This is an optimization exercise on Yosys and OpenROAD, whose aim is small area, not a production implementation. In this exercise RTL edits were held to simulation tests only and were not proved equivalent to the original. Power figures rest on the tool's default switching activity, not on a simulated workload. The clock port is modelled as an ideal driver; clocking choices that lean on that would not hold on a real chip.

<file path="flow/run.sh">
#!/bin/bash
# synth_recipe.tcl (not shown) runs the flow's synth.tcl, then flattens the netlist and writes it again
# the make line also repeats each setting of config.mk as NAME=value (left out here)
make -C /OpenROAD-flow-scripts/flow DESIGN_CONFIG=/design/flow/config.mk WORK_HOME=/design/flow/orfs CLKGATE_MAP_FILE= SYNTH_SCRIPT=/design/flow/synth_recipe.tcl finish
</file>
<file path="flow/config.mk">
export PLATFORM = sky130hd
export DESIGN_NAME = adc_capture_top
export DESIGN_NICKNAME = adc_capture_top
export VERILOG_FILES = /design/flow/design.v
export SDC_FILE = /design/flow/constraint.sdc
export NUM_CORES = 4
export LEC_CHECK = 0
export CAP_MARGIN = 20
export CORE_MARGIN = 2
export CORE_UTILIZATION = 40
export SLEW_MARGIN = 20
</file>
<file path="flow/constraint.sdc">
create_clock -name core_clock -period 5.0 [get_ports {adc_clk}]
set_input_delay 1.0000 -clock core_clock [delete_from_list [all_inputs] [get_ports {adc_clk}]]
set_output_delay 1.0000 -clock core_clock [all_outputs]
set_load 0.01 [all_outputs]
</file>
<file path="flow/design.v">
`timescale 1ns/1ns
module frame_deser #(
  parameter int EXTRA_REG = 1   
) (
  input  logic         adc_clk,
  input  logic         dcm_reset,
  input  logic [31:0]  adc_in,
  input  logic         adc_sync,
  input  logic         adc_overrange,
  output logic [133:0] frame,
  output logic         frame_valid
);
  localparam int SLOTS   = 4;
  localparam int FRAME_W = 134;
  logic [1:0] slot;
  logic       last_slot;
  assign last_slot = (slot == 2'(SLOTS - 1));
  always_ff @(posedge adc_clk) begin
    if (dcm_reset) begin
      slot <= '0;   
    end else begin
      slot <= slot + 1'b1;   
    end
  end
  logic [FRAME_W-1:0] frame_build;   
  logic [FRAME_W-1:0] frame_next;    
  always_comb begin
    frame_next = frame_build;
    frame_next[102 + 8*slot +: 8] = adc_in[31:24];   
    frame_next[70  + 8*slot +: 8] = adc_in[23:16];   
    frame_next[38  + 8*slot +: 8] = adc_in[15:8];    
    frame_next[6   + 8*slot +: 8] = adc_in[7:0];     
    frame_next[2 + slot]          = adc_sync;        
    if (slot[0]) begin
      frame_next[slot[1]] = frame_build[slot[1]] | adc_overrange;
    end else begin
      frame_next[slot[1]] = adc_overrange;   
    end
  end
  always_ff @(posedge adc_clk) begin
    frame_build <= frame_next;
  end
  logic [FRAME_W-1:0] frame_s1;
  logic               valid_s1;
  always_ff @(posedge adc_clk) begin
    if (last_slot) begin
      frame_s1 <= frame_next;   
    end
  end
  always_ff @(posedge adc_clk) begin
    if (dcm_reset) begin
      valid_s1 <= 1'b0;
    end else begin
      valid_s1 <= last_slot;   
    end
  end
  generate
    if (EXTRA_REG != 0) begin : g_extra_reg
      logic [FRAME_W-1:0] frame_s2;
      logic               valid_s2;
      always_ff @(posedge adc_clk) begin
        frame_s2 <= frame_s1;
      end
      always_ff @(posedge adc_clk) begin
        if (dcm_reset) begin
          valid_s2 <= 1'b0;
        end else begin
          valid_s2 <= valid_s1;
        end
      end
      assign frame       = frame_s2;
      assign frame_valid = valid_s2;   
    end else begin : g_no_extra_reg
      assign frame       = frame_s1;
      assign frame_valid = valid_s1;   
    end
  endgenerate
endmodule
`timescale 1ns/1ns
module frame_fifo (
  input  logic         adc_clk,
  input  logic         dcm_reset,
  input  logic [133:0] frame,
  input  logic         frame_valid,
  output logic [133:0] out_frame,
  output logic         out_valid,
  input  logic         out_ready,
  output logic         overflow
);
  localparam int FRAME_W    = 134;
  localparam int FIFO_DEPTH = 8;   
  logic [FRAME_W-1:0]              mem [FIFO_DEPTH];
  logic [$clog2(FIFO_DEPTH)-1:0]   wr_ptr;
  logic [$clog2(FIFO_DEPTH)-1:0]   rd_ptr;
  logic [$clog2(FIFO_DEPTH+1)-1:0] count;   
  logic full;
  logic wr_en;
  logic rd_en;
  assign full = (count == FIFO_DEPTH[$clog2(FIFO_DEPTH+1)-1:0]);
  assign out_valid = (count != '0);
  assign rd_en     = out_valid & out_ready;   
  assign wr_en = frame_valid & (~full | rd_en);
  assign out_frame = mem[rd_ptr];
  always_ff @(posedge adc_clk) begin
    if (wr_en) begin
      mem[wr_ptr] <= frame;
    end
  end
  always_ff @(posedge adc_clk) begin
    if (dcm_reset) begin
      wr_ptr <= '0;
      rd_ptr <= '0;
      count  <= '0;
    end else begin
      if (wr_en) begin
        wr_ptr <= wr_ptr + 1'b1;   
      end
      if (rd_en) begin
        rd_ptr <= rd_ptr + 1'b1;
      end
      case ({wr_en, rd_en})
        2'b10:   count <= count + 1'b1;
        2'b01:   count <= count - 1'b1;
        default: count <= count;   
      endcase
    end
  end
  always_ff @(posedge adc_clk) begin
    if (dcm_reset) begin
      overflow <= 1'b0;
    end else if (frame_valid & ~wr_en) begin
      overflow <= 1'b1;
    end
  end
endmodule
`timescale 1ns/1ns
module adc_capture_top #(
  parameter int EXTRA_REG = 1   
) (
  input  logic         adc_clk,
  input  logic         dcm_reset,
  input  logic [31:0]  adc_in,
  input  logic         adc_sync,
  input  logic         adc_overrange,
  output logic [133:0] out_frame,
  output logic         out_valid,
  input  logic         out_ready,
  output logic         overflow   
);
  logic [133:0] deser_frame;
  logic         deser_valid;   
  frame_deser #(
    .EXTRA_REG     (EXTRA_REG)
  ) u_frame_deser (
    .adc_clk       (adc_clk),
    .dcm_reset     (dcm_reset),
    .adc_in        (adc_in),
    .adc_sync      (adc_sync),
    .adc_overrange (adc_overrange),
    .frame         (deser_frame),
    .frame_valid   (deser_valid)
  );
  frame_fifo u_frame_fifo (
    .adc_clk     (adc_clk),
    .dcm_reset   (dcm_reset),
    .frame       (deser_frame),
    .frame_valid (deser_valid),
    .out_frame   (out_frame),
    .out_valid   (out_valid),
    .out_ready   (out_ready),
    .overflow    (overflow)
  );
endmodule
</file>
==> results of run 1 <==
==> final cells by class <==
cell class                      count  area, µm²  share of cell area
Antenna cell                        3       7.51            0.000122
Clock buffer                      214       4230              0.0686
Clock inverter                     58        648              0.0105
Inverter                          136        510             0.00828
Multi-Input combinational cell    760       9760               0.158
Sequential cell                  1492      42000               0.681
Tap cell                         1755       2200              0.0356
Timing Repair Buffer              212       2320              0.0377
==> state kept, by name (all words and copies together), names as in the netlist, named ones only <==
signal / flops
u_frame_deser.g_extra_reg.valid_s2: 1
u_frame_fifo.wr_ptr: 3
u_frame_fifo.rd_ptr: 3
u_frame_deser.valid_s1: 1
u_frame_deser.frame_build: 134
u_frame_fifo.overflow: 1
u_frame_fifo.mem: 1072
u_frame_fifo.count: 4
u_frame_deser.slot: 2
u_frame_deser.g_extra_reg.frame_s2: 134
u_frame_deser.frame_s1: 134
==> power by group through the flow <==
| stage | clock network (mW) | logic (mW) | registers (mW) |
|---|---|---|---|
| finish | 10.9 | 4.53 | 14.2 |
| global route | 11.7 | 4.89 | 14.2 |
| CTS | 11.2 | 4.66 | 14.2 |
| detailed placement | 0 | 4.63 | 14.4 |
| global placement | 0 | 4.56 | 14.4 |
| floorplan | 0 | 3.21 | 14.3 |
==> cell usage in the layout, fill, tap and decap left out, types with 3 or more instances in the layout <==
master	n
clkbuf_8	19
inv_1	136
clkinv_4	3
clkinv_1	10
mux2i_1	3
mux4_2	206
bufinv_16	10
o22ai_1	4
clkinv_8	5
dfxtp_1	283
nor2b_1	5
o211ai_1	4
nor2_1	13
nand2_1	130
clkbuf_1	43
o21ai_0	125
nand2b_1	6
nor2_4	10
a21oi_1	8
nand3_1	5
buf_4	16
mux4_1	62
clkbuf_16	152
dfxtp_4	3
diode_2	3
edfxtp_1	1206
xor2_1	3
clkdlybuf4s50_1	172
mux2_2	135
clkinvlp_4	9
clkinv_2	16
inv_6	4
buf_12	24
xnor2_1	3
ha_1	7
==> cells by family (layout without fill, tap and decap cells) <==
| logic type | after synthesis | count (layout) | share of synthesized area |
|---|---|---|---|
| flops | 1492 | 1492 | 0.796 |
| fa+ha+maj | 12 | 12 | 0.00299 |
| simple gates | 182 | 182 | 0.0144 |
| buf+inv | 241 | 620 | 0.0219 |
| xor+xnor | 6 | 6 | 0.000997 |
| mux | 406 | 406 | 0.148 |
| compound gates | 154 | 154 | 0.0157 |
| other cells | 0 | 3 | 0 |
==> stage by stage <==
step,utilization,setup WS (ns),setup TNS [ns]
after floorplan,-,-0.584,-455.01
after detailed placement,0.433,1.22,0
after global placement,0.433,1.27,0
after CTS,0.470,0.383,0
final,0.470,0.479,0
after global routing,0.470,0.295,0
==> routing by layer <==
metal | GRT usage | wire (µm)
met1 | 0.225 | 48500
met2 | 0.279 | 56200
met3 | 0.0355 | 5720
met4 | 0.0491 | 2340
met5 | 0 | 75
==> path summary, 6_finish.rpt <==
check | startpoint | end | cells after the start | slack (ns)
hold / removal | u_frame_deser.frame_s1[1] | u_frame_deser.g_extra_reg.frame_s2[1] | 0 | 0.32
setup reg to reg | u_frame_fifo.count[0] | u_frame_fifo.count[3] | 9 | 2.30
hold reg to reg | u_frame_deser.frame_s1[1] | u_frame_deser.g_extra_reg.frame_s2[1] | 0 | 0.32
setup / recovery | register | out_frame[103] | 4 | 0.48
==> metrics.md, run 1 <==
| Metric | Value |
|---|---|
| Maxcap violations | 0 |
| Max stage delay on crit path | 0.77 ns |
| Total GRT Usage | 0.168 |
| Synth warn | 2 |
| Leak Pwr | 19.8 nW |
| Unique masters post-synth | 45 |
| Net Count, Synth | 2542 |
| Clock Latency Late Sink | 0.77 ns |
| GPL Wtd Cong | around 0.70 |
| Wirelength, routed | 113000 µm |
| Dominant cell type by area after synthesis | edfxtp_1 |
| Logic pwr share | 0.153 |
| CP bufs+invs | 2 |
| Arrival time of the worst setup path | 3.52 ns |
| Max transition margin | 0.300 |
| Endpoints failing hold | 0 |
| Fin crit period | 4.52 ns |
| Final count of pins violating max slew | 0 |
| Setup crit start kind | register |
| Row Count | approximately 130 |
| First-pass GRT wire length | 166000 µm |
| Synth Instances | approximately 2.5k |
| Int Power | 22.8 mW |
| I/O Buffers | ~170 |
| Vias | about 24k |
| Worst Max-Slew Pin Slew | 1.05 ns |
| Core box area | 131000 µm² |
| Die H | ~370 µm |
| Vias/cell | 5.14 |
| Chip width | 367 µm |
| Power Density | 481 nW/µm² |
| CTS Buffer Depth | 3 |
| Clk_skew | roughly 0.027 ns |
| Initial antenna violation count | 14 |
| Synth Register Bits | approximately 1.5k |
| Clk sink count | 1492 |
| Slowest CP cell | dfxtp_4 |
| Detailed Routing Iterations Pass 1 | 5 |
| CTS tree | done |
| Area Growth Syn to Fin | 16.9% |
| H-tree Lvls | 4 |
| CP required | 4.00 ns |
| FILL cells | approximately 11k |
| Critical Path Sink Type | primary output |
| Overall power | approximately 30 mW |
| Fin crit share | 0.904 |
| Final net count | 2797 |
| Cell Chain, Critical Path | buf_4, mux4_1, mux2_2, clkdlybuf4s50_1 |
| Top-count cell post-synth | edfxtp_1 |
| Final cell count without fillers | 4630 |
| Worst hold margin | 0.324 ns |
| Max Clock Freq | 221 MHz |
| Post-Syn Area | 52700 µm² |
| RSZ-0062 raised after global routing | no |
| Number of I/O pins | 173 |
| Gates resized, CTS repair | 0 |
| Root Buffer | clkbuf_16 |
| Worst-path maximum fanout | 23 |
| Cell family with most CP delay | buffers and inverters |
| Top-area cell type share of the netlist area | 0.687 |
| Hold-fix buffers, CTS | 0 |
| Status | complete, no violations |
| Die ar. | 135000 µm² |
| Post-CTS Setup Inserts | 0 |
| Vias in the first global route | 24.8k |
| Initial DRC count | 2056 |
| Synth Flop Type | edfxtp_1 |
| Clock power share | 0.369 |
| Synth top cells by count | 1206 x edfxtp_1, 286 x dfxtp_1, 206 x mux4_2 |
| Psw | between 6 and 7 mW |
| Placed insts | 4355 |
| Hold crit path type | register to register |
| Proportion of layout cells with a drive suffix above 1 | 0.218 |
| Total CTS buffers | 146 |
| Layout Cell Area excl Fill | 61600 µm² |
| Sequential power share | 0.478 |
| Setup Viol. Count Final | 0 |
| Synth top area cells | edfxtp_1 69%, dfxtp_1 11%, mux4_2 8.8%, mux4_1 3.1%, mux2_2 2.9% |
| Ys async rst share | 0 |
| Post-DP Area | 56700 µm² |
| Initial core utilization | 0.402 |
| Peak VDD IR | 266 µV |
| Drt wl/cell | 24.4 µm |
| Synthesized area per cell | roughly 21 µm² |
| Dpl hpwl | 58700 µm |
| Critical path class | register to primary output |
| Sequential area share after synthesis | 0.796 |
| Switching power share of the total | 0.231 |
| DRC violations left | 0 |
| Post-synth EDFFs | 1206 |
| Final ANT Viol Nets | 0 |
| Clock transition at the registers of the reported paths | roughly 0.06 ns |
| Grt ovf | 0 |
| Largest net degree at the start of global routing | between 100 and 150 |
==> run 2: changes to the inputs <==
==> flow/design.v (replaced) <==
`timescale 1ns/1ns
module frame_deser (
  input  logic         adc_clk,
  input  logic         dcm_reset,
  input  logic [31:0]  adc_in,
  input  logic         adc_sync,
  input  logic         adc_overrange,
  output logic [133:0] frame,
  output logic         frame_valid
);
  localparam int STAGES = 5;
  logic [1:0] slot;
  logic       valid_s1;
  logic       valid_s2;
  always_ff @(posedge adc_clk) begin
    if (dcm_reset) begin
      slot     <= '0;   
      valid_s1 <= 1'b0;
      valid_s2 <= 1'b0;
    end else begin
      slot     <= slot + 1'b1;   
      valid_s1 <= (slot == 2'd3);
      valid_s2 <= valid_s1;
    end
  end
  assign frame_valid = valid_s2;
  logic [31:0] data [STAGES];
  logic        sync [STAGES];
  logic        ovr  [STAGES];
  always_ff @(posedge adc_clk) begin
    data[0] <= adc_in;
    sync[0] <= adc_sync;
    ovr[0]  <= adc_overrange;
    for (int i = 1; i < STAGES; i++) begin
      data[i] <= data[i-1];
      sync[i] <= sync[i-1];
      ovr[i]  <= ovr[i-1];
    end
  end
  always_comb begin
    for (int n = 0; n < 4; n++) begin
      frame[102 + 8*n +: 8] = data[4-n][31:24];
      frame[70  + 8*n +: 8] = data[4-n][23:16];
      frame[38  + 8*n +: 8] = data[4-n][15:8];
      frame[6   + 8*n +: 8] = data[4-n][7:0];
      frame[2 + n]          = sync[4-n];
    end
    frame[0] = ovr[4] | ovr[3];
    frame[1] = ovr[2] | ovr[1];
  end
endmodule
`timescale 1ns/1ns
module frame_fifo (
  input  logic         adc_clk,
  input  logic         dcm_reset,
  input  logic [133:0] frame,
  input  logic         frame_valid,
  output logic [133:0] out_frame,
  output logic         out_valid,
  input  logic         out_ready,
  output logic         overflow
);
  localparam int FRAME_W    = 134;
  localparam int FIFO_DEPTH = 8;   
  logic [FRAME_W-1:0] mem [FIFO_DEPTH];
  logic [2:0]         wr_ptr;
  logic [2:0]         rd_ptr;
  logic [3:0]         count;   
  logic full;
  logic wr_en;
  logic rd_en;
  assign full      = count[3];
  assign out_valid = (count != '0);
  assign rd_en     = out_valid & out_ready;
  assign wr_en     = frame_valid & (~full | rd_en);
  always_comb begin
    out_frame = '0;
    for (int k = 0; k < FIFO_DEPTH; k++) begin
      out_frame = out_frame | (mem[k] & {FRAME_W{rd_ptr == 3'(k)}});
    end
  end
  always_ff @(posedge adc_clk) begin
    for (int k = 0; k < FIFO_DEPTH; k++) begin
      if (wr_en && wr_ptr == 3'(k)) begin
        mem[k] <= frame;
      end
    end
  end
  always_ff @(posedge adc_clk) begin
    if (dcm_reset) begin
      wr_ptr <= '0;
      rd_ptr <= '0;
      count  <= '0;
    end else begin
      if (wr_en) wr_ptr <= wr_ptr + 1'b1;
      if (rd_en) rd_ptr <= rd_ptr + 1'b1;
      case ({wr_en, rd_en})
        2'b10:   count <= count + 1'b1;
        2'b01:   count <= count - 1'b1;
        default: count <= count;
      endcase
    end
  end
  always_ff @(posedge adc_clk) begin
    if (dcm_reset) begin
      overflow <= 1'b0;
    end else if (frame_valid & ~wr_en) begin
      overflow <= 1'b1;
    end
  end
endmodule
`timescale 1ns/1ns
module adc_capture_top #(
  parameter int EXTRA_REG = 1   
) (
  input  logic         adc_clk,
  input  logic         dcm_reset,
  input  logic [31:0]  adc_in,
  input  logic         adc_sync,
  input  logic         adc_overrange,
  output logic [133:0] out_frame,
  output logic         out_valid,
  input  logic         out_ready,
  output logic         overflow   
);
  logic [133:0] deser_frame;
  logic         deser_valid;   
  frame_deser u_frame_deser (
    .adc_clk       (adc_clk),
    .dcm_reset     (dcm_reset),
    .adc_in        (adc_in),
    .adc_sync      (adc_sync),
    .adc_overrange (adc_overrange),
    .frame         (deser_frame),
    .frame_valid   (deser_valid)
  );
  frame_fifo u_frame_fifo (
    .adc_clk     (adc_clk),
    .dcm_reset   (dcm_reset),
    .frame       (deser_frame),
    .frame_valid (deser_valid),
    .out_frame   (out_frame),
    .out_valid   (out_valid),
    .out_ready   (out_ready),
    .overflow    (overflow)
  );
endmodule
--- a/flow/config.mk
+++ b/flow/config.mk
@@ -7,5 +7,6 @@
 export LEC_CHECK = 0
-export CAP_MARGIN = 20
+export CAP_MARGIN = 0
 export CORE_MARGIN = 2
-export CORE_UTILIZATION = 40
-export SLEW_MARGIN = 20
+export CORE_UTILIZATION = 55
+export CTS_BUF_LIST = sky130_fd_sc_hd__clkbuf_2 sky130_fd_sc_hd__clkbuf_4 sky130_fd_sc_hd__clkbuf_8
+export SLEW_MARGIN = 0
==> metrics.md, run 2 <==
| Metric | Value |
|---|---|
| Status | complete, no violations |
| CP required | 4.00 ns |
| Fin crit share | 0.972 |
| Synth Register Bits | 1257 |
| Total GRT Usage | 0.256 |
| Final count of pins violating max slew | 0 |
| Overall power | 21.0 mW |
| Initial antenna violation count | 2 |
| Arrival time of the worst setup path | 3.86 ns |
| Synth Instances | 2179 |
| Endpoints failing hold | 0 |
| Peak VDD IR | 241 µV |
| Synth top cells by count | 1072 x edfxtp_1, 185 x dfxtp_1, 178 x a221oi_1 |
| Chip width | 282 µm |
| Worst-path maximum fanout | around 110 |
| Synth Flop Type | edfxtp_1 |
| Clk sink count | 1257 |
| I/O Buffers | 172 |
| Post-DP Area | 45900 µm² |
| First-pass GRT wire length | 148000 µm |
| Area Growth Syn to Fin | 17.5% |
| Top-count cell post-synth | edfxtp_1 |
| Max Clock Freq | 206 MHz |
| Pre-CTS WS | 0.870 ns |
| Net Count, Synth | between 2k and 2.5k |
| Synth warn | 6 |
| Wirelength, routed | just over 100000 µm |
| Vias | 22.9k |
| Critical Path Sink Type | primary output |
| DRC violations left | 0 |
| Largest net degree at the start of global routing | between 100 and 150 |
| Most flops, register | u_frame_fifo.mem |
| Die ar. | 79700 µm² |
| Most frequent cells in the layout | 1072 x edfxtp_1, 222 x clkbuf_8, 184 x dfxtp_1 |
| GPL Wtd Cong | 0.738 |
| Commonest non-fill, non-tap cell in the layout | edfxtp_1 |
| Proportion of layout cells with a drive suffix above 1 | 0.170 |
| Final worst slack | 0.140 ns |
| RSZ-0062 raised after global routing | no |
| CTS Buffer Depth | 3 |
| Fin crit period | 4.86 ns |
| Dominant cell type by area after synthesis | edfxtp_1 |
| Clk_skew | 0.0437 ns |
| Post-Syn Area | 42600 µm² |
| Layout Cell Area excl Fill | 50100 µm² |
| Number of I/O pins | 173 |
| CTS tree | done |
| Synth top area cells | edfxtp_1 76%, dfxtp_1 8.7%, a221oi_1 3.7%, a222oi_1 2.8%, a22o_1 1.4% |
| Worst hold margin | 0.319 ns |
| Clock transition at the registers of the reported paths | 0.07 ns |
| Post-synth EDFFs | 1072 |
| Setup Viol. Count Final | 0 |
| Worst Max-Slew Pin Slew | 1.15 ns |
| Core box area | 77100 µm² |
| Critical path class | register to primary output |
| Final net count | 2511 |
| Ys async rst share | 0 |
| Drt wl/cell | approximately 28 µm |
| Synthesized area per cell | between 15 and 20 µm² |
| Maxcap violations | 0 |
| Clock Latency Late Sink | 0.84 ns |
| Setup crit start kind | register |
| Vias in the first global route | 23.0k |
| Top-area cell type share of the netlist area | 0.756 |
| Detailed Routing Iterations Pass 1 | 7 |
| Unique masters post-synth | 39 |
| Final ANT Viol Nets | 0 |
| Max transition margin | 0.234 |
| Dpl hpwl | 51500 µm |
| Grt ovf | 0 |
| Leak Pwr | 16.5 nW |
| Sequential area share after synthesis | 0.843 |
| Max reg flops | approximately 1.1k |
| Initial DRC count | 2566 |
| Top Registers | u_frame_fifo.mem x1072, u_frame_deser.data x160 |
| Post-route setup TNS | 0 ns |
| H-tree Lvls | 4 |
| Hold crit path type | register to register |
| Power Density | around 420 nW/µm² |
| Vias/cell | 6.24 |
| Total CTS buffers | 191 |
| Root Buffer | clkbuf_8 |
| Die H | ~280 µm |
| Initial core utilization | 0.553 |
| Row Count | 102 |
-- run 2: kinds of logic after synthesis --
group	Yosys count	share of synthesized area
buffers and inverters	159	0.0154
adder cells (fa/ha/maj)	17	0.00517
AND/OR/NAND/NOR	125	0.0132
XOR/XNOR	4	0.000822
AO/OA/AOI/OAI	565	0.110
flip-flops	1257	0.843
multiplexers	52	0.0127
-- run 2: metal layers --
metal  up-vias  wire [µm]  global-route usage  part of all wire
li1       9810          -                   -                 -
met1     11820      42900               0.358              0.42
met2      1085      49400               0.408              0.48
met3       153       7880              0.0507             0.077
met4         0       2500              0.0882             0.024
met5         -          0                   0                 0
-- run 2: final timing paths --
check,from,end,slack (ns),cells past startpoint
setup / recovery,u_frame_fifo.rd_ptr[0],out_frame[39],0.14,6
hold / removal,u_frame_deser.data[0][12],u_frame_deser.data[1][12],0.32,0
setup reg to reg,u_frame_fifo.count[3],u_frame_fifo.count[3],2.23,8
hold reg to reg,u_frame_deser.data[0][12],u_frame_deser.data[1][12],0.32,0
-- run 2: stage by stage --
stage,util,std cells
floorplan,-,2179
global placement,0.595,3301
detailed placement,0.595,3301
CTS,0.649,3660
global route,0.649,3663
finish,0.649,3666
-- run 2: cell type report --
type                       count  area, µm²
clock buffer                 313       3740
inverter                      11       46.3
fill                        5348      27000
tap                         1040       1300
timing repair buffer         232       2490
multi-input combinational    764       6180
sequential                  1257      35900
antenna                        4       10.0
clock inverter                45        392
-- run 2: where the power goes --
part	switching (mW)	leakage [nW]	total [mW]	internal [mW]
Sequential	0.156	11.2	11.6	11.5
Combinational	0.294	3.15	0.553	0.259
Clock	3.86	2.21	8.82	4.96
-- run 2: repair_timing --
item                                    in CTS  in global routing
endpoints found under the hold margin        0                  0
pin swaps                                    0                  2
gates cloned                                 1                  0
hold buffers                                 0                  0
buffers inserted                             0                  2
resized for setup                            0                  4
endpoints found under the setup margin       2                 22
-- run 2: worst max-delay path, cell delays in order, from the launching register on --
cell and delay, ns:
dfxtp_1 0.36, inv_1 0.18, ha_4 0.55, buf_12 0.53, a221oi_1 0.19, o21ai_0 0.52
clkdlybuf4s50_1 0.67
==> run 3: changes to the inputs <==
==> flow/config.mk (replaced) <==
export PLATFORM = sky130hd
export DESIGN_NAME = adc_capture_top
export DESIGN_NICKNAME = adc_capture_top
export VERILOG_FILES = /design/flow/design.v
export SDC_FILE = /design/flow/constraint.sdc
export NUM_CORES = 4
export LEC_CHECK = 0
export CAP_MARGIN = 20
export CORE_MARGIN = 2
export CORE_UTILIZATION = 40
export CTS_BUF_LIST = sky130_fd_sc_hd__clkbuf_4
export SLEW_MARGIN = 20
==> metrics.md, run 3 <==
| Metric | Value |
|---|---|
| Synth top area cells | edfxtp_1 76%, dfxtp_1 8.7%, a221oi_1 3.7%, a222oi_1 2.8%, a22o_1 1.4% |
| Int Power | roughly 17 mW |
| Clock Latency Late Sink | 1.16 ns |
| Die ar. | 109000 µm² |
| Power Density | 413 nW/µm² |
| Final ANT Viol Nets | 0 |
| Clk_skew | 0.108 ns |
| Fin crit period | 4.83 ns |
| Detailed Routing Iterations Pass 1 | 18 |
| Vias | 23.9k |
| Top-count cell post-synth | edfxtp_1 |
| Post-Syn Area | ~43000 µm² |
| Ys async rst share | 0 |
| H-tree Lvls | 5 |
| Setup crit start kind | register |
| Status | complete, no violations |
| Maxcap violations | 0 |
| Max Clock Freq | 207 MHz |
| Leak Pwr | 17.1 nW |
| Final net count | 2679 |
| Post-route setup TNS | 0 ns |
| GPL Wtd Cong | 0.747 |
| Die H | 330 µm |
| Final count of pins violating max slew | 0 |
| Switching power share of the total | 0.211 |
| Synth Register Bits | 1257 |
| Arrival time of the worst setup path | 3.83 ns |
| Clk sink count | 1257 |
| Net Count, Synth | 2233 |
| CTS tree | done |
| Endpoints failing hold | 0 |
| Initial DRC count | ~2.5k |
| CTS Buffer Depth | 4 |
| Largest net degree at the start of global routing | 103 |
| Top-area cell type share of the netlist area | 0.756 |
| I/O Buffers | roughly 170 |
| Most frequent cells in the layout | 1072 x edfxtp_1, 522 x clkbuf_4, 184 x dfxtp_1 |
| Dpl hpwl | approximately 56000 µm |
| Chip width | 330 µm |
| First-pass GRT wire length | 157000 µm |
| Drt wl/cell | 25.3 µm |
| Critical Path Sink Type | primary output |
| RSZ-0062 raised after global routing | no |
| Clock transition at the registers of the reported paths | 0.07 ns |
| Worst-path maximum fanout | 49 |
| Hold crit path type | primary input to register |
| Wirelength, routed | 108000 µm |
| Max reg flops | 1072 |
| Synth warn | 6 |
| Max transition margin | 0.440 |
| Number of I/O pins | 173 |
| Peak VDD IR | between 200 and 250 µV |
| Post-synth EDFFs | 1072 |
| Row Count | roughly 120 |
| Synthesized area per cell | 19.6 µm² |
| Most flops, register | u_frame_fifo.mem |
| Critical path class | register to primary output |
| Worst Max-Slew Pin Slew | about 0.84 ns |
| Synth Instances | 2179 |
| Sequential power share | 0.550 |
| Commonest non-fill, non-tap cell in the layout | edfxtp_1 |
| Top Registers | u_frame_fifo.mem x1072, u_frame_deser.data x160 |
| Core box area | around 110000 µm² |
| Vias in the first global route | approximately 25k |
| Initial core utilization | 0.404 |
| Total GRT Usage | 0.196 |
| Grt ovf | 0 |
| Root Buffer | clkbuf_4 |
| Sequential area share after synthesis | 0.843 |
| Synth Flop Type | edfxtp_1 |
| Initial antenna violation count | 4 |
| Area Growth Syn to Fin | 19.9% |
| DRC violations left | 0 |
| Fin crit share | 0.966 |
| Hold-fix buffers, CTS | 0 |
| Psw | 4.46 mW |
| Total CTS buffers | 332 |
| Vias/cell | roughly 5.6 |
| Unique masters post-synth | 39 |
| Clock power share | 0.423 |
| Dominant cell type by area after synthesis | edfxtp_1 |
| Setup Viol. Count Final | 0 |
| Synth top cells by count | 1072 x edfxtp_1, 185 x dfxtp_1, 178 x a221oi_1 |
| Logic pwr share | 0.028 |
| Proportion of layout cells with a drive suffix above 1 | 0.233 |
| Overall power | 21.1 mW |
| CP required | 4.00 ns |
run 3: worst max-delay path, cell delays in order, from the launching register on:
cell and delay [ns]:
dfxtp_1 0.36, inv_1 0.19, ha_4 0.37, buf_12 0.32
a221oi_1 0.15, o21ai_0 0.64, clkdlybuf4s50_1 0.67
run 3: path summary, 6_finish.rpt:
kind	cells after the start	slack, ns	startpoint	endpoint
min	1	0.29	adc_in[30]	u_frame_deser.data[0][30]
max reg2reg	8	2.24	u_frame_fifo.count[3]	u_frame_fifo.count[3]
min reg2reg	0	0.32	u_frame_deser.data[0][4]	u_frame_deser.data[1][4]
max	6	0.17	u_frame_fifo.rd_ptr[1]	out_frame[83]
run 3: through the flow:
stage | hold slack, ns | utilization | instance area, µm² | instances | setup slack [ns]
final | 0.293 | 0.484 | 51100 | 4272 | 0.171
after global routing | 0.214 | 0.484 | 51100 | 4272 | 0.0249
after CTS | 0.166 | 0.483 | 50900 | 4259 | 0.0139
after detailed placement | 0.312 | 0.441 | 46400 | 3659 | 0.910
after global placement | 0.311 | 0.441 | 46400 | 3659 | 0.969
after floorplan | 0.310 | - | 42600 | 2179 | 0.267
run 3: per-layer routing:
layer / wire (µm) / global-route usage / part of all wire / vias to the layer above
li1: - / - / - / 10362
met1: 43900 / 0.250 / 0.41 / 12234
met2: 52500 / 0.318 / 0.48 / 1111
met3: 9020 / 0.0546 / 0.083 / 171
met4: 2820 / 0.0780 / 0.026 / 2
met5: 7 / 0 / 0.000065 / -
run 3: logic make-up (layout without fill, tap and decap cells):
kind of cell	after synthesis	in the layout	synth area share
AO/OA/AOI/OAI	565	565	0.110
XOR/XNOR	4	4	0.000822
adder cells (fa/ha/maj)	17	17	0.00517
buffers and inverters	159	859	0.0154
flip-flops	1257	1257	0.843
multiplexers	52	52	0.0127
other	0	1	0
AND/OR/NAND/NOR	125	126	0.0132
run 3: power by group through the flow:
stage | clock network [mW] | logic, mW | registers [mW]
final | 8.92 | 0.584 | 11.6
after global routing | 9.69 | 0.619 | 11.6
after CTS | 9.15 | 0.590 | 11.6
after detailed placement | 0 | 0.582 | 11.8
after global placement | 0 | 0.579 | 11.8
after floorplan | 0 | 0.257 | 11.7
run 3: what timing repair did:
item                       4_1_cts  5_1_grt
buffers inserted                10       12
cloned                           1        0
pin swaps                        3        0
setup endpoints to repair       77       13
resized for setup               16        6
run 3: area by class of cell:
cell class | instances | area (µm²)
multi-input combinational | 764 | 6190
antenna | 1 | 2.50
sequential | 1257 | 35900
inverter | 11 | 46.3
fill | 8726 | 54300
clock inverter | 67 | 380
clock buffer | 522 | 3920
timing repair buffer | 259 | 2890
tap | 1391 | 1740
==> run 4: changes to the inputs <==
--- a/flow/config.mk
+++ b/flow/config.mk
@@ -10,3 +10,2 @@
 export CORE_UTILIZATION = 40
-export CTS_BUF_LIST = sky130_fd_sc_hd__clkbuf_4
 export SLEW_MARGIN = 20
==> metrics.md, run 4 <==
| Metric | Value |
|---|---|
| Net Count, Synth | 2233 |
| CTS Buffer Depth | 3 |
| Synth Instances | 2179 |
| Wirelength, routed | 105000 µm |
| Clock Latency Late Sink | 0.70 ns |
| Grt ovf | 0 |
| Overall power | about 22 mW |
| Adder-cell share of the synthesized area | 0.00517 |
| Worst hold margin | around 0.33 ns |
| Post-Synth XOR/XNOR Area | 0.000822 |
| Cell mode on critical path | buf_4 |
| Synth Area in Simple Gates | 0.0132 |
| Top Registers | u_frame_fifo.mem x1072, u_frame_deser.data x160 |
| Final count of pins violating max slew | 0 |
| Core box area | 105000 µm² |
| CP bufs+invs | 5 |
| I/O Buffers | roughly 170 |
| Hold crit path type | register to register |
| Register area | 35900 µm² |
| Setup Viol. Count Final | 0 |
| Max stage delay on crit path | 0.60 ns |
| Synthesized area per cell | a little under 20 µm² |
| Gates resized, CTS repair | 0 |
| Final cell count without fillers | between 3k and 4k |
| Main combinational cell family by area after synthesis | compound AO/OA/AOI/OAI gates |
| Logic pwr share | 0.027 |
| Total CTS buffers | 121 |
| Switching power share of the total | 0.200 |
| Leak Pwr | 16.4 nW |
| Max reg flops | 1072 |
| Critical path class | register to primary output |
| Synth Flop Type | edfxtp_1 |
| Sequential area share after synthesis | 0.843 |
| Power Density | 428 nW/µm² |
| H-tree Lvls | 3 |
| Maxcap violations | 0 |
| Drt wl/cell | 27.1 µm |
| Max Clock Freq | 210 MHz |
| Root Buffer | clkbuf_16 |
| Psw | roughly 4.3 mW |
| Proportion of layout cells with a drive suffix above 1 | 0.120 |
| Status | complete, no violations |
| Total GRT Usage | 0.190 |
| Synth Register Bits | approximately 1.3k |
| Commonest non-fill, non-tap cell in the layout | edfxtp_1 |
| Area Growth Syn to Fin | 18.9% |
| Synth top cells by count | 1072 x edfxtp_1, 185 x dfxtp_1, 178 x a221oi_1 |
| DRC violations left | 0 |
| Unique masters post-synth | 39 |
| Die H | 330 µm |
| Row Count | 119 |
| Die ar. | 109000 µm² |
| Post-route setup TNS | 0 ns |
| Cell family with most CP delay | buffers and inverters |
| Largest net degree at the start of global routing | 103 |
| Initial antenna violation count | 2 |
| Initial DRC count | 2523 |
| Vias/cell | roughly 5.8 |
| Cell Chain, Critical Path | inv_1, ha_4, buf_12, buf_4, buf_4, a221oi_1, o21ai_0, clkdlybuf4s50_1 |
| Final ANT Viol Nets | 0 |
| Vias in the first global route | around 23k |
| Post-synth EDFFs | 1072 |
| Arrival time of the worst setup path | between 3 and 4 ns |
| Post-Syn Area | 42600 µm² |
| Peak VDD IR | about 270 µV |
| RSZ-0062 raised after global routing | no |
| Area of the multi-input gates | around 6200 µm² |
| Clk sink count | between 1k and 1.5k |
| Post-synthesis mux area share | 0.0127 |
| Critical Path Sink Type | primary output |
| Dominant cell type by area after synthesis | edfxtp_1 |
| Endpoints failing hold | 0 |
| Synth Area in Compound Gates | 0.110 |
| Post-CTS Setup Inserts | 0 |
| Synth warn | 6 |
| Sequential power share | 0.535 |
| GPL Wtd Cong | 0.747 |
| Clock power share | 0.439 |
| Most flops, register | u_frame_fifo.mem |
| FILL cells | 8584 |
| Setup crit start kind | register |
| Most frequent cells in the layout | 1072 x edfxtp_1, 184 x dfxtp_1, 178 x a221oi_1 |
| First-pass GRT wire length | around 150000 µm |
| CP required | 4.00 ns |
| Placed insts | 3659 |
| Worst-path maximum fanout | 59 |
| Ant. Diodes | 0 |
| Top-count cell post-synth | edfxtp_1 |
| Fin crit share | 0.953 |
| Worst Max-Slew Pin Slew | 0.992 ns |
| Synth top area cells | edfxtp_1 76%, dfxtp_1 8.7%, a221oi_1 3.7%, a222oi_1 2.8%, a22o_1 1.4% |
| Top-area cell type share of the netlist area | 0.756 |
| Fin crit period | 4.77 ns |
| Ys async rst share | 0 |
| Detailed Routing Iterations Pass 1 | 19 |
| Hold-fix buffers, CTS | 0 |
| CTS tree | done |
| Clk_skew | approximately 0.023 ns |
| Clock transition at the registers of the reported paths | ~0.060 ns |
| Initial core utilization | 0.404 |
| Slowest CP cell | clkdlybuf4s50_1 |
| Final net count | 2445 |
| Int Power | 17.4 mW |
| Vias | roughly 23k |
| Max transition margin | 0.332 |
| Chip width | between 300 and 400 µm |
| Dpl hpwl | ~56000 µm |
| Number of I/O pins | around 170 |
-- run 4: cell counts after synthesis --
Identical to the previous run, type by type.
-- run 4: power groups by stage --
stage	logic (mW)	registers, mW	clock network (mW)
detailed placement	0.582	11.8	0
floorplan	0.257	11.7	0
finish	0.577	11.6	9.52
CTS	0.586	11.6	9.67
global route	0.612	11.6	10.1
global placement	0.579	11.8	0
-- run 4: final cells by class --
cell class / count / share of cell area
clock inverter: 73 / 0.0186
tap: 1391 / 0.0344
multi-input combinational: 763 / 0.122
sequential: 1257 / 0.709
clock buffer: 156 / 0.0644
timing repair buffer: 237 / 0.0508
inverter: 11 / 0.000914
-- run 4: final timing paths --
kind	cells after the start	end	startpoint	slack, ns
hold / removal	0	u_frame_deser.data[1][19]	u_frame_deser.data[0][19]	0.33
setup / recovery	8	out_frame[106]	u_frame_fifo.rd_ptr[0]	0.23
setup reg to reg	8	u_frame_fifo.count[3]	u_frame_fifo.count[3]	2.24
hold reg to reg	0	u_frame_deser.data[1][19]	u_frame_deser.data[0][19]	0.33
-- run 4: routing by layer --
layer / part of all wire / GRT usage / routed length [µm] / vias up
met1: 0.42 / 0.261 / 44400 / 11840
li1: - / - / - / 9649
met4: 0.018 / 0.0506 / 1930 / 0
met3: 0.069 / 0.0292 / 7260 / 125
met2: 0.49 / 0.316 / 51600 / 921
met5: 0 / 0 / 0 / -
-- run 4: through the flow --
stage | setup WS, ns | utilization | cell area, µm²
6_report | 0.233 | 0.480 | 50600
5_1_grt | 0.0118 | 0.480 | 50600
3_5_place_dp | 0.910 | 0.441 | 46400
3_3_place_gp | 0.969 | 0.441 | 46400
2_1_floorplan | 0.267 | - | 42600
4_1_cts | 0.172 | 0.480 | 50600
-- run 4: logic make-up (layout without fill, tap and decap cells) --
kind of cell,after synthesis,count (layout)
buffers and inverters,159,477
flip-flops,1257,1257
multiplexers,52,52
adder cells (fa/ha/maj),17,17
AO/OA/AOI/OAI,565,565
AND/OR/NAND/NOR,125,125
XOR/XNOR,4,4
==> run 5: changes to the inputs <==
==> flow/flow/run.sh (new file) <==
#!/bin/bash
set -o pipefail
cp standard.sh flow/standard.sh.copy 2>/dev/null
export BUFFER_PORTS_ARGS="-buffer_cell sky130_fd_sc_hd__buf_1"
export CTS_ARGS="-sink_clustering_enable -repair_clock_nets -dont_use_dummy_load"
bash standard.sh synth > synth.log 2>&1 || exit 1
bash standard.sh finish > finish.log 2>&1 || exit 1
==> flow/flow/standard.sh.copy (new file) <==
#!/bin/bash
# The standard flow's own layout of this design, on the ORFS make targets given (by default finish). After
# finish it leaves the final layout's DEF at /design/flow/out/final.def.
set -euo pipefail
make -C /OpenROAD-flow-scripts/flow DESIGN_CONFIG=/design/flow/config.mk WORK_HOME=/design/flow/orfs CLKGATE_MAP_FILE= SYNTH_SCRIPT=/design/flow/synth_recipe.tcl CAP_MARGIN=20 CORE_MARGIN=2 CORE_UTILIZATION=40 SLEW_MARGIN=20 "${@:-finish}"
if [[ -f /design/flow/orfs/results/sky130hd/adc_capture_top/base/6_final.odb ]]; then
  : # left out here: write the final layout as DEF
fi
==> flow/standard.sh (new file) <==
#!/bin/bash
# synth_recipe.tcl (not shown) runs the flow's synth.tcl, then flattens the netlist and writes it again
# the make line also repeats each setting of config.mk as NAME=value (left out here)
make -C /OpenROAD-flow-scripts/flow DESIGN_CONFIG=/design/flow/config.mk WORK_HOME=/design/flow/orfs CLKGATE_MAP_FILE= SYNTH_SCRIPT=/design/flow/synth_recipe.tcl "${@:-finish}"
removed: flow/run.sh
==> metrics.md, run 5 <==
| Metric | Value |
|---|---|
| Final net count | between 2k and 2.5k |
| Vias/cell | slightly below 6 |
| Final count of pins violating max slew | 0 |
| H-tree Lvls | 3 |
| Fin crit period | roughly 4.4 ns |
| Vias | 22.1k |
| Initial antenna violation count | 9 |
| Fin crit share | 0.888 |
| Post-DP Area | roughly 45000 µm² |
| Switching power share of the total | 0.196 |
| Max transition margin | 0.342 |
| Post-synth EDFFs | roughly 1.1k |
| Worst-path maximum fanout | 63 |
| Total GRT Usage | 0.189 |
| Placed insts | 3646 |
| Synthesized area per cell | between 15 and 20 µm² |
| Final worst slack | between 0.5 and 0.6 ns |
| Endpoints failing hold | 0 |
| Grt ovf | 0 |
| Post-Syn Area | ~43000 µm² |
| Top-area cell type share of the netlist area | 0.756 |
| Critical path class | register to primary output |
| Maxcap violations | 0 |
| Proportion of layout cells with a drive suffix above 1 | 0.0893 |
| DRC violations left | 0 |
| Most frequent cells in the layout | 1072 x edfxtp_1, 184 x dfxtp_1, 178 x a221oi_1 |
| Peak VDD IR | slightly below 300 µV |
| Die H | 330 µm |
| Most flops, register | u_frame_fifo.mem |
| Psw | 3.84 mW |
| Chip width | 330 µm |
| Commonest non-fill, non-tap cell in the layout | edfxtp_1 |
| Clk_skew | 0.0519 ns |
| Dpl hpwl | around 55000 µm |
| Top Registers | u_frame_fifo.mem x1072, u_frame_deser.data x160 |
| Vias in the first global route | 22.8k |
| Number of I/O pins | 173 |
| Critical Path Sink Type | primary output |
| Slowest CP cell | buf_4 |
| CP required | 4.00 ns |
| Power Density | 406 nW/µm² |
| Area Growth Syn to Fin | 13.0% |
| CTS tree | done |
| Clock transition at the registers of the reported paths | about 0.06 ns |
| Layout Cell Area excl Fill | 48200 µm² |
| Status | complete, no violations |
| CP bufs+invs | 2 |
| I/O Buffers | 172 |
| Synth top cells by count | 1072 x edfxtp_1, 185 x dfxtp_1, 178 x a221oi_1 |
| Synth Flop Type | edfxtp_1 |
| Final cell count without fillers | 3767 |
| RSZ-0062 raised after global routing | no |
| Post-CTS Setup Inserts | 0 |
| Drt wl/cell | 27.7 µm |
| Net Count, Synth | 2233 |
| Initial core utilization | 0.404 |
| Top-count cell post-synth | edfxtp_1 |
| Core box area | 105000 µm² |
| Unique masters post-synth | 39 |
| Hold-fix buffers, CTS | 0 |
| Final ANT Viol Nets | 0 |
| Clock Latency Late Sink | slightly below 0.7 ns |
| Setup Viol. Count Final | 0 |
| Synth top area cells | edfxtp_1 76%, dfxtp_1 8.7%, a221oi_1 3.7%, a222oi_1 2.8%, a22o_1 1.4% |
| Cell Chain, Critical Path | buf_4, nand2_1, a221oi_1, o21ai_0, buf_1 |
| Gates resized, CTS repair | 0 |
| Post-route setup TNS | 0 ns |
| Overall power | 19.6 mW |
| Max reg flops | 1072 |
| Max stage delay on crit path | 0.86 ns |
| Ys async rst share | 0 |
| Synth Instances | 2179 |
| Total CTS buffers | 119 |
| Root Buffer | clkbuf_16 |
| Die ar. | 109000 µm² |
| Leak Pwr | 15.3 nW |
| Largest net degree at the start of global routing | 144 |
| Wirelength, routed | 104000 µm |
| Sequential power share | 0.593 |
| Initial DRC count | 2570 |
| Cell family with most CP delay | buffers and inverters |
| CTS Buffer Depth | 3 |
| Worst Max-Slew Pin Slew | 0.986 ns |
| Int Power | 15.7 mW |
| Max Clock Freq | 225 MHz |
| Row Count | 119 |
| Dominant cell type by area after synthesis | edfxtp_1 |
| Hold crit path type | register to register |
| Synth Register Bits | 1257 |
| GPL Wtd Cong | 0.741 |
| Worst hold margin | 0.322 ns |
| First-pass GRT wire length | roughly 150000 µm |
| Sequential area share after synthesis | 0.843 |
| Pre-CTS WS | 1.26 ns |
| Synth warn | 6 |
| Clk sink count | 1257 |
| Arrival time of the worst setup path | 3.44 ns |
| Clock power share | 0.383 |
| Detailed Routing Iterations Pass 1 | 17 |
| Post-layout util | 0.457 |
| Setup crit start kind | register |
| Logic pwr share | 0.024 |
==> run 5: changes by cell type in the layout (fill, tap and decap cells not counted), moves of 3 or more <==
cell,previous run,this run
buf_1,0,171
clkbuf_16,122,119
buf_4,37,31
clkinv_1,10,0
clkdlybuf4s50_1,171,0
clkbuf_8,8,0
clkinv_2,28,0
inv_6,5,1
clkbuf_1,26,0
buf_12,29,22
bufinv_16,20,0
clkinvlp_4,5,0
==> run 5: layout make-up <==
class	instances	area, µm²
multi-input cells	763	6180
fillers	8853	57300
flip-flops and latches	1257	35900
well taps	1391	1740
diodes	2	5.00
repair buffers	224	1320
inverters	11	46.3
clock buffers	119	2980
==> run 5: routing by layer <==
metal | part of all wire | global-route usage | wire [µm]
met1 | 0.42 | 0.255 | 43500
met2 | 0.48 | 0.312 | 50600
met3 | 0.073 | 0.0349 | 7650
met4 | 0.025 | 0.0595 | 2620
met5 | 0.000067 | 0 | 7
==> run 5: kinds of logic (layout without fill, tap and decap cells) <==
kind of cell | after synthesis | count (layout) | share of synthesized area
AND/OR/NAND/NOR | 125 | 125 | 0.0132
flip-flops | 1257 | 1257 | 0.843
other | 0 | 2 | 0
adder cells (fa/ha/maj) | 17 | 17 | 0.00517
buffers and inverters | 159 | 354 | 0.0154
XOR/XNOR | 4 | 4 | 0.000822
multiplexers | 52 | 52 | 0.0127
AO/OA/AOI/OAI | 565 | 565 | 0.110
==> run 5: power groups by stage <==
stage               sequential, mW  combinational [mW]  clock, mW
finish                        11.6               0.461       7.50
detailed placement            11.8               0.470          0
global placement              11.8               0.466          0
global route                  11.6               0.499       8.03
CTS                           11.6               0.472       7.64
floorplan                     11.7               0.257          0
==> run 5: path summary, 6_finish.rpt <==
path | slack [ns] | end | startpoint | depth (start not counted)
worst min register to register | 0.32 | u_frame_deser.data[1][21] | u_frame_deser.data[0][21] | 0
worst min-delay path | 0.32 | u_frame_deser.data[1][21] | u_frame_deser.data[0][21] | 0
worst max-delay path | 0.56 | out_frame[20] | u_frame_fifo.rd_ptr[2] | 5
worst max register to register | 2.15 | u_frame_fifo.count[3] | u_frame_fifo.count[3] | 8
==> run 6: changes to the inputs <==
--- a/flow/design.v
+++ b/flow/design.v
@@ -66,3 +66,3 @@
   logic [2:0]         wr_ptr;
-  logic [2:0]         rd_ptr;
+  logic [FIFO_DEPTH-1:0] rd_sel;   
   logic [3:0]         count;   
@@ -78,3 +78,3 @@
     for (int k = 0; k < FIFO_DEPTH; k++) begin
-      out_frame = out_frame | (mem[k] & {FRAME_W{rd_ptr == 3'(k)}});
+      out_frame = out_frame | (mem[k] & {FRAME_W{rd_sel[k]}});
     end
@@ -91,3 +91,3 @@
       wr_ptr <= '0;
-      rd_ptr <= '0;
+      rd_sel <= FIFO_DEPTH'(1);
       count  <= '0;
@@ -95,3 +95,3 @@
       if (wr_en) wr_ptr <= wr_ptr + 1'b1;
-      if (rd_en) rd_ptr <= rd_ptr + 1'b1;
+      if (rd_en) rd_sel <= {rd_sel[FIFO_DEPTH-2:0], rd_sel[FIFO_DEPTH-1]};
       case ({wr_en, rd_en})
==> flow/flow/run.sh (replaced) <==
#!/bin/bash
# own flow: the standard layout (standard.sh) with small port buffers
# and a clock tree built from larger sink clusters without dummy loads.
# Each step writes its full output to its own log in the work folder.
set -o pipefail
export BUFFER_PORTS_ARGS="-buffer_cell sky130_fd_sc_hd__buf_1"
export CTS_ARGS="-sink_clustering_enable -repair_clock_nets -dont_use_dummy_load -sink_clustering_size 30 -sink_clustering_max_diameter 100"
bash standard.sh synth > synth.log 2>&1 || exit 1
bash standard.sh floorplan > floorplan.log 2>&1 || exit 1
bash standard.sh place > place.log 2>&1 || exit 1
bash standard.sh cts > cts.log 2>&1 || exit 1
bash standard.sh route > route.log 2>&1 || exit 1
bash standard.sh finish > finish.log 2>&1 || exit 1
removed: flow/flow/standard.sh.copy
==> metrics.md, run 6 <==
| Metric | Value |
|---|---|
| Clock transition at the registers of the reported paths | around 0.12 ns |
| Post-Synth XOR/XNOR Area | 0.000626 |
| Adder-cell share of the synthesized area | 0.00346 |
| RSZ-0062 raised after global routing | no |
| Most flops, register | u_frame_fifo.mem |
| Drt wl/cell | 26.5 µm |
| Worst Max-Slew Pin Slew | 1.09 ns |
| Fin crit share | 0.762 |
| Most frequent cells in the layout | 1072 x edfxtp_1, 536 x a22oi_1, 182 x dfxtp_1 |
| Post-route setup TNS | 0 ns |
| Placed insts | 3614 |
| Synth warn | 6 |
| Max reg flops | ~1.1k |
| Overall power | 16.5 mW |
| Synth Instances | 2143 |
| Final cell count without fillers | 3664 |
| Dominant cell type by area after synthesis | edfxtp_1 |
| Clock Latency Late Sink | 0.65 ns |
| Total GRT Usage | 0.176 |
| Slowest CP cell | dfxtp_4 |
| Reg2reg setup slack | ~2.2 ns |
| Initial DRC count | 1947 |
| Worst-path maximum fanout | 54 |
| Commonest non-fill, non-tap cell in the layout | edfxtp_1 |
| Critical Path End | out_frame[84] |
| Power Density | between 300 and 400 nW/µm² |
| Clk sink count | 1262 |
| Critical path class | register to primary output |
| Endpoints failing hold | 0 |
| Fin crit period | 3.81 ns |
| Layout Cell Area excl Fill | 45700 µm² |
| Unique masters post-synth | 32 |
| Die H | 328 µm |
| Main combinational cell family by area after synthesis | compound AO/OA/AOI/OAI gates |
| Synth top cells by count | 1072 x edfxtp_1, 536 x a22oi_1, 190 x dfxtp_1 |
| Critical Path Sink Type | primary output |
| Maxcap violations | 0 |
| Sequential area share after synthesis | 0.858 |
| Arrival time of the worst setup path | 2.81 ns |
| Status | complete, no violations |
| Initial antenna violation count | 1 |
| Top-area cell type share of the netlist area | 0.767 |
| FF-to-FF End | u_frame_fifo.count[3] |
| Post-CTS Setup Inserts | 0 |
| GPL Wtd Cong | 0.749 |
| Final worst slack | between 1 and 1.5 ns |
| Post-Syn Area | between 40000 and 50000 µm² |
| Top-count cell post-synth | edfxtp_1 |
| Grt ovf | 0 |
| Final ANT Viol Nets | 0 |
| Synth Area in Compound Gates | 0.0986 |
| Setup Viol. Count Final | 0 |
| I/O Buffers | ~170 |
| Synth top area cells | edfxtp_1 77%, a22oi_1 9.6%, dfxtp_1 9.1%, nand4_1 2.0%, clkbuf_1 0.55% |
| Top Registers | u_frame_fifo.mem x1072, u_frame_deser.data x160, u_frame_fifo.rd_sel x8 |
| Largest net degree at the start of global routing | 79 |
| CTS tree | done |
| H-tree Lvls | 2 |
| Total CTS buffers | just under 50 |
| Synth Flop Type | edfxtp_1 |
| First-pass GRT wire length | 142000 µm |
| Vias/cell | ~5.7 |
| Max transition margin | 0.270 |
| Vias | between 20k and 25k |
| Synth Register Bits | 1262 |
| Max stage delay on crit path | 1.01 ns |
| Core box area | 104000 µm² |
| Synth Area in Simple Gates | 0.0258 |
| Hold-fix buffers, CTS | 0 |
| Clk_skew | ~0.086 ns |
| Setup crit start kind | register |
| Detailed Routing Iterations Pass 1 | 5 |
| CP Launch Point | u_frame_fifo.rd_sel[0] |
| Post-synthesis mux area share | 0 |
| Final net count | 2333 |
| Initial core utilization | 0.404 |
| Synthesized area per cell | 19.6 µm² |
| Pre-CTS WS | 1.45 ns |
| CP required | about 4 ns |
| Final count of pins violating max slew | 0 |
| CTS Buffer Depth | 3 |
| Wirelength, routed | 97000 µm |
| Root Buffer | clkbuf_16 |
| Net Count, Synth | 2191 |
| Cell Chain, Critical Path | buf_12, a22oi_1, nand4_1, buf_1 |
| Die ar. | roughly 110000 µm² |
| Ys async rst share | 0 |
| Leak Pwr | 13.5 nW |
| Post-synth EDFFs | 1072 |
| Chip width | 328 µm |
| Gates resized, CTS repair | 0 |
| Peak VDD IR | 299 µV |
| Vias in the first global route | 21.3k |
| Row Count | between 100 and 150 |
| RR Startpoint | u_frame_fifo.count[3] |
| Dpl hpwl | 51000 µm |
| DRC violations left | 0 |
| Number of I/O pins | 173 |
| Max Clock Freq | 263 MHz |
| Post-DP Area | 44400 µm² |
| Worst Reg2Reg Path Length in Cells | 9 |
| Area Growth Syn to Fin | 8.87% |
| Hold crit path type | register to register |
| Proportion of layout cells with a drive suffix above 1 | 0.0526 |
[run 6: critical path, delay by kind of cell (launching register included)]
kind                   cells  cell delay, ns
buffers and inverters      2            0.78
AND/OR/NAND/NOR            1            0.17
AO/OA/AOI/OAI              1            0.14
flip-flops                 1            1.01
[run 6: kinds of logic (layout without fill, tap and decap cells)]
kind of cell | after synthesis | after routing
flops | 1262 | 1262
compound gates | 552 | 552
simple gates | 182 | 182
buf+inv | 133 | 273
fa+ha+maj | 11 | 11
xor+xnor | 3 | 3
other cells | 0 | 1
[run 6: cell type report]
type                       count  area [µm²]
antenna                        1        2.50
clock buffer                  49        1230
fill                        8806       58100
inverter                       9        36.3
multi-input combinational    748        5430
sequential                  1262       36000
tap                         1380        1730
timing repair buffer         215        1220
[run 6: how the worst min path moves through the flow]
stage / from / endpoint / slack, ns / depth (start not counted)
after floorplan: u_frame_deser.data[0][0] / u_frame_deser.data[1][0] / 0.31 / 0
after global placement: u_frame_deser.data[0][5] / u_frame_deser.data[1][5] / 0.31 / 0
after detailed placement: u_frame_deser.data[0][13] / u_frame_deser.data[1][13] / 0.31 / 0
after CTS: u_frame_deser.data[0][13] / u_frame_deser.data[1][13] / 0.34 / 0
after global routing: u_frame_deser.data[0][10] / u_frame_deser.data[1][10] / 0.34 / 0
final: u_frame_deser.data[0][9] / u_frame_deser.data[1][9] / 0.33 / 0
[run 6: layer usage]
layer	vias up	global-route usage	wire length, µm
met5	-	0	0
met4	0	0.0374	1800
met3	85	0.0259	5570
met2	634	0.304	48700
met1	11092	0.237	41000
li1	9074	-	-
[run 6: per-stage QoR]
stage | util | hold slack, ns
final | 0.440 | 0.334
after global placement | 0.428 | 0.309
after CTS | 0.440 | 0.336
after detailed placement | 0.428 | 0.312
after floorplan | - | 0.310
after global routing | 0.440 | 0.342
[run 6: power by group]
part	switching, mW	leakage, nW	internal, mW
sequential	0.150	11.2	11.5
clock	2.87	0.604	1.77
combinational	0.137	1.63	0.0672
total	3.15	13.5	13.3
==> run 7: changes to the inputs <==
--- a/flow/config.mk
+++ b/flow/config.mk
@@ -9,3 +9,3 @@
 export CORE_MARGIN = 2
-export CORE_UTILIZATION = 40
+export CORE_UTILIZATION = 65
 export SLEW_MARGIN = 20
==> metrics.md, run 7 <==
| Metric | Value |
|---|---|
| Number of I/O pins | 173 |
| Total CTS buffers | 48 |
| First-pass GRT wire length | 134000 µm |
| Synth top area cells | edfxtp_1 77%, a22oi_1 9.6%, dfxtp_1 9.1%, nand4_1 2.0%, clkbuf_1 0.55% |
| Post-Syn Area | 41900 µm² |
| Hold crit path type | register to register |
| Register area | 36000 µm² |
| Unique masters post-synth | 32 |
| RR Startpoint | u_frame_fifo.count[3] |
| Initial DRC count | 1980 |
| Crit path depth | 4 |
| Synth top cells by count | 1072 x edfxtp_1, 536 x a22oi_1, 190 x dfxtp_1 |
| Post-CTS Setup Inserts | 0 |
| Wirelength, routed | 90000 µm |
| Max reg flops | 1072 |
| Post-DP Area | 43800 µm² |
| Leak Pwr | roughly 13 nW |
| Sequential area share after synthesis | 0.858 |
| Pre-CTS WS | ~1.6 ns |
| FILL cells | between 4k and 5k |
| Chip width | 258 µm |
| Final count of pins violating max slew | 0 |
| Synthesized area per cell | 19.6 µm² |
| Worst Reg2Reg Path Length in Cells | 9 |
| Vias | 20.9k |
| I/O Buffers | 172 |
| Top-area cell type share of the netlist area | 0.767 |
| CP bufs+invs | 2 |
| Most flops, register | u_frame_fifo.mem |
| Area of the multi-input gates | 5430 µm² |
| Dominant cell type by area after synthesis | edfxtp_1 |
| Die ar. | 66600 µm² |
| Slowest CP cell | dfxtp_4 |
| Synth Register Bits | 1262 |
| DRC violations left | 0 |
| CP required | approximately 4.0 ns |
| Commonest non-fill, non-tap cell in the layout | edfxtp_1 |
| Setup Viol. Count Final | 0 |
| Drt wl/cell | 28.6 µm |
| Initial core utilization | 0.654 |
| Total GRT Usage | 0.271 |
| Max Clock Freq | 266 MHz |
| Synth Flop Type | edfxtp_1 |
| Ys async rst share | 0 |
| CTS Buffer Depth | 3 |
| Core box area | between 60000 and 70000 µm² |
| Post-route setup TNS | 0 ns |
| Arrival time of the worst setup path | 2.75 ns |
| Clk sink count | 1262 |
| Proportion of layout cells with a drive suffix above 1 | 0.0546 |
| Worst Max-Slew Pin Slew | between 1 and 1.5 ns |
| RSZ-0062 raised after global routing | no |
| Synth warn | 6 |
| Largest net degree at the start of global routing | 79 |
| Final cell count without fillers | 3144 |
| Detailed Routing Iterations Pass 1 | 7 |
| Status | complete, no violations |
| Gates resized, CTS repair | 0 |
| Power Density | 363 nW/µm² |
| Reg2reg setup slack | 2.29 ns |
| Clock Latency Late Sink | 0.63 ns |
| Placed insts | approximately 3.1k |
| Final ANT Viol Nets | 0 |
| Final net count | 2338 |
| Worst hold margin | 0.331 ns |
| Synth Instances | around 2.1k |
| CTS tree | done |
| Overall power | 16.3 mW |
| Hold-fix buffers, CTS | 0 |
| Critical Path Sink Type | primary output |
| Net Count, Synth | 2191 |
| Top Registers | u_frame_fifo.mem x1072, u_frame_deser.data x160, u_frame_fifo.rd_sel x8 |
| Clk_skew | 0.0715 ns |
| Post-synth EDFFs | 1072 |
| Cell Chain, Critical Path | buf_4, a22oi_1, nand4_1, buf_1 |
| Dpl hpwl | 46500 µm |
| Endpoints failing hold | 0 |
| Peak VDD IR | ~340 µV |
| Top-count cell post-synth | edfxtp_1 |
| Worst-path maximum fanout | 54 |
| Row Count | just over 90 |
| GPL Wtd Cong | between 0.7 and 0.8 |
| Area Growth Syn to Fin | 7.36% |
| Die H | 258 µm |
| Root Buffer | clkbuf_16 |
| Fin crit share | 0.751 |
| Clock transition at the registers of the reported paths | 0.10 ns |
| Max transition margin | 0.269 |
| Cell family with most CP delay | flip-flops |
| Critical path class | register to primary output |
| Fin crit period | approximately 3.8 ns |
| Setup crit start kind | register |
| Initial antenna violation count | 2 |
| Most frequent cells in the layout | 1072 x edfxtp_1, 536 x a22oi_1, 182 x dfxtp_1 |
| Final worst slack | 1.25 ns |
| CP Launch Point | u_frame_fifo.rd_sel[1] |
| H-tree Lvls | 2 |
| Layout Cell Area excl Fill | 45000 µm² |
| Maxcap violations | 0 |
| Vias in the first global route | between 20k and 25k |
| Post-layout util | 0.702 |
| FF-to-FF End | u_frame_fifo.count[3] |
| Max stage delay on crit path | ~1.0 ns |
| Critical Path End | out_frame[119] |
| Grt ovf | 0 |
| Vias/cell | 6.64 |
run 7: cell counts after synthesis:
No cell type changed its count.
run 7: where the power goes:
| group | switching (mW) | internal [mW] | total [mW] |
|---|---|---|---|
| combinational | 0.125 | 0.0664 | 0.191 |
| clock | 2.80 | 1.73 | 4.53 |
| sequential | 0.148 | 11.5 | 11.6 |
run 7: logic make-up after synthesis:
group,Yosys count,share of synthesized area
AOI/OAI and AO/OA,552,0.0986
buffers and inverters,133,0.0133
and+or+nand+nor,182,0.0258
DFF,1262,0.858
xor gates and xnor gates,3,0.000627
adders and majority gates,11,0.00346
run 7: final cells by class:
class,instances,share of cell area
sequential,1262,0.800
multi-input combinational,748,0.121
timing repair buffer,221,0.0281
clock buffer,48,0.0267
tap,855,0.0238
inverter,9,0.000806
antenna,1,0.0000556
run 7: per-layer routing:
metal / GRT usage / part of all wire / vias to the layer above
met5: 0 / 0.00014 / -
met3: 0.0322 / 0.061 / 101
li1: - / - / 9098
met2: 0.448 / 0.49 / 731
met4: 0.0658 / 0.022 / 2
met1: 0.395 / 0.43 / 10957
run 7: worst reg2reg max path: cells and delay by family, from the launching register on:
| family | cells | cell delay, ns |
|---|---|---|
| and+or+nand+nor | 3 | 1.19 |
| adders and majority gates | 2 | 0.56 |
| AOI/OAI and AO/OA | 3 | 0.44 |
| DFF | 1 | 0.36 |
| buffers and inverters | 1 | 0.08 |
run 7: worst min-delay path by stage:
stage / start / end / slack [ns] / depth (start not counted)
floorplan: u_frame_deser.data[0][0] / u_frame_deser.data[1][0] / 0.31 / 0
global placement: u_frame_deser.data[0][12] / u_frame_deser.data[1][12] / 0.31 / 0
detailed placement: u_frame_deser.data[0][20] / u_frame_deser.data[1][20] / 0.31 / 0
CTS: u_frame_deser.sync[0] / u_frame_deser.sync[1] / 0.33 / 0
global route: u_frame_deser.data[0][20] / u_frame_deser.data[1][20] / 0.34 / 0
finish: u_frame_deser.data[0][5] / u_frame_deser.data[1][5] / 0.33 / 0
==> run 8: changes to the inputs <==
--- a/flow/config.mk
+++ b/flow/config.mk
@@ -7,5 +7,6 @@
 export LEC_CHECK = 0
-export CAP_MARGIN = 20
+export CAP_MARGIN = 0
 export CORE_MARGIN = 2
 export CORE_UTILIZATION = 65
-export SLEW_MARGIN = 20
+export GPL_TIMING_DRIVEN = 0
+export SLEW_MARGIN = 0
==> metrics.md, run 8 <==
| Metric | Value |
|---|---|
| Die H | approximately 260 µm |
| Total GRT Usage | 0.305 |
| Clk sink count | 1262 |
| Synthesized area per cell | 19.6 µm² |
| Busiest grt layer | met2 |
| Synth top cells by count | 1072 x edfxtp_1, 536 x a22oi_1, 190 x dfxtp_1 |
| Endpoints failing hold | 0 |
| Post-synth EDFFs | 1072 |
| Setup Viol. Count Final | 0 |
| Power Density | around 360 nW/µm² |
| Max Clock Freq | about 240 MHz |
| Grt ovf | 0 |
| Met2 Track Usage GR | 0.498 |
| Synth Flop Type | edfxtp_1 |
| Dominant cell type by area after synthesis | edfxtp_1 |
| Final ANT Viol Nets | 0 |
| Number of I/O pins | 173 |
| DRC violations left | 0 |
| Proportion of layout cells with a drive suffix above 1 | 0.0500 |
| Peak VDD IR | 366 µV |
| Post-CTS Setup Inserts | 0 |
| Pre-CTS WS | 1.38 ns |
| First-pass GRT wire length | 144000 µm |
| Unique masters post-synth | 32 |
| Core box area | between 60000 and 70000 µm² |
| Setup crit start kind | register |
| Top Registers | u_frame_fifo.mem x1072, u_frame_deser.data x160, u_frame_fifo.rd_sel x8 |
| Row Count | 93 |
| Ys async rst share | 0 |
| Status | complete, no violations |
| Hold-fix buffers, CTS | 0 |
| I/O Buffers | 171 |
| GR Util met1 | 0.437 |
| Post-route setup TNS | 0 ns |
| Initial antenna violation count | 2 |
| Arrival time of the worst setup path | ~3.2 ns |
| Largest net degree at the start of global routing | 51 |
| Chip width | about 260 µm |
| Detailed Routing Iterations Pass 1 | 5 |
| GPL Wtd Cong | ~0.76 |
| CTS tree | done |
| Net Count, Synth | 2191 |
| Clk_skew | 0.0644 ns |
| GRT met3 Usage | 0.0501 |
| Maxcap violations | 0 |
| Synth top area cells | edfxtp_1 77%, a22oi_1 9.6%, dfxtp_1 9.1%, nand4_1 2.0%, clkbuf_1 0.55% |
| Initial DRC count | 2832 |
| Area of the multi-input gates | 5430 µm² |
| Post-Syn Area | ~42000 µm² |
| RSZ-0062 raised after global routing | no |
| Gates resized, CTS repair | 0 |
| Leak Pwr | ~14 nW |
| H-tree Lvls | 2 |
| Area Growth Syn to Fin | 8.32% |
| Fin crit share | 0.844 |
| Clock Latency Late Sink | 0.63 ns |
| Vias in the first global route | between 20k and 25k |
| Critical path class | register to primary output |
| Worst Max-Slew Pin Slew | between 1 and 1.5 ns |
| Synth Register Bits | 1262 |
| Clock transition at the registers of the reported paths | 0.11 ns |
| Commonest non-fill, non-tap cell in the layout | edfxtp_1 |
| Synth warn | 6 |
| CTS Buffer Depth | 3 |
| Synth Instances | 2143 |
| Root Buffer | clkbuf_16 |
| Vias | 21.7k |
| Dpl hpwl | around 59000 µm |
| Fin crit period | 4.22 ns |
| CP required | 4.00 ns |
| Hold crit path type | register to register |
run 8: cell counts after synthesis:
Identical to the previous run, type by type.
run 8: power by group:
part           switching (mW)  internal, mW  leakage (nW)
registers               0.136          11.5          11.2
clock network            2.84          1.73         0.592
logic                   0.154        0.0679          1.82
run 8: per-layer routing:
| layer | vias to the layer above | wire length (µm) |
|---|---|---|
| met3 | 137 | 8570 |
| met5 | - | 0 |
| met1 | 11204 | 40200 |
| met2 | 1066 | 50000 |
| met4 | 0 | 2780 |
| li1 | 9302 | - |
run 8: logic make-up (layout without fill, tap and decap cells):
group,after synthesis,after routing,synth area share
other,0,1,0
flip-flops,1262,1262,0.858
XOR/XNOR,3,3,0.000627
AND/OR/NAND/NOR,182,182,0.0258
AO/OA/AOI/OAI,552,552,0.0986
adder cells (fa/ha/maj),11,11,0.00346
buffers and inverters,133,372,0.0133
run 8: worst max-delay path: stages, from the launching register on:
cell      delay, ns
dfxtp_1        0.35
clkbuf_1       0.65
buf_2          0.46
buf_2          0.51
a22oi_1        0.17
nand4_1        0.25
buf_1          0.18
run 8: layout make-up:
type                            count  area share
Tap cell                          855      0.0235
Inverter                            9    0.000799
Sequential cell                  1262       0.792
Clock buffer                       48      0.0264
Multi-Input combinational cell    748       0.120
Antenna cell                        1   0.0000551
Timing Repair Buffer              191      0.0259
Buffer                            124      0.0115
run 8: path summary, 6_finish.rpt:
kind                                                start                         to  slack (ns)  cells past startpoint
worst min-delay path            u_frame_deser.data[0][16]  u_frame_deser.data[1][16]        0.34                      0
worst max-delay path               u_frame_fifo.rd_sel[0]              out_frame[80]        0.78                      6
worst min register to register  u_frame_deser.data[0][16]  u_frame_deser.data[1][16]        0.34                      0
worst max register to register      u_frame_fifo.count[3]      u_frame_fifo.count[3]        2.16                      9
run 8: metrics by stage:
stage | util | total power, mW | instances | cell area, µm²
after floorplan | - | 11.9 | 2143 | 42000
after global placement | 0.681 | 12.1 | 3169 | 43700
after detailed placement | 0.690 | 12.1 | 3189 | 44200
after CTS | 0.709 | 16.4 | 3237 | 45400
after global routing | 0.709 | 16.8 | 3238 | 45400
final | 0.709 | 16.4 | 3238 | 45400

Setup slack of run 8, layout unchanged: 0.781 ns with ideal ports, 0.718 ns with driving cells assumed (clock clkbuf_16, inputs buf_2), 1.380 ns with port delays also shifted by the 0.662 ns mid clock arrival.
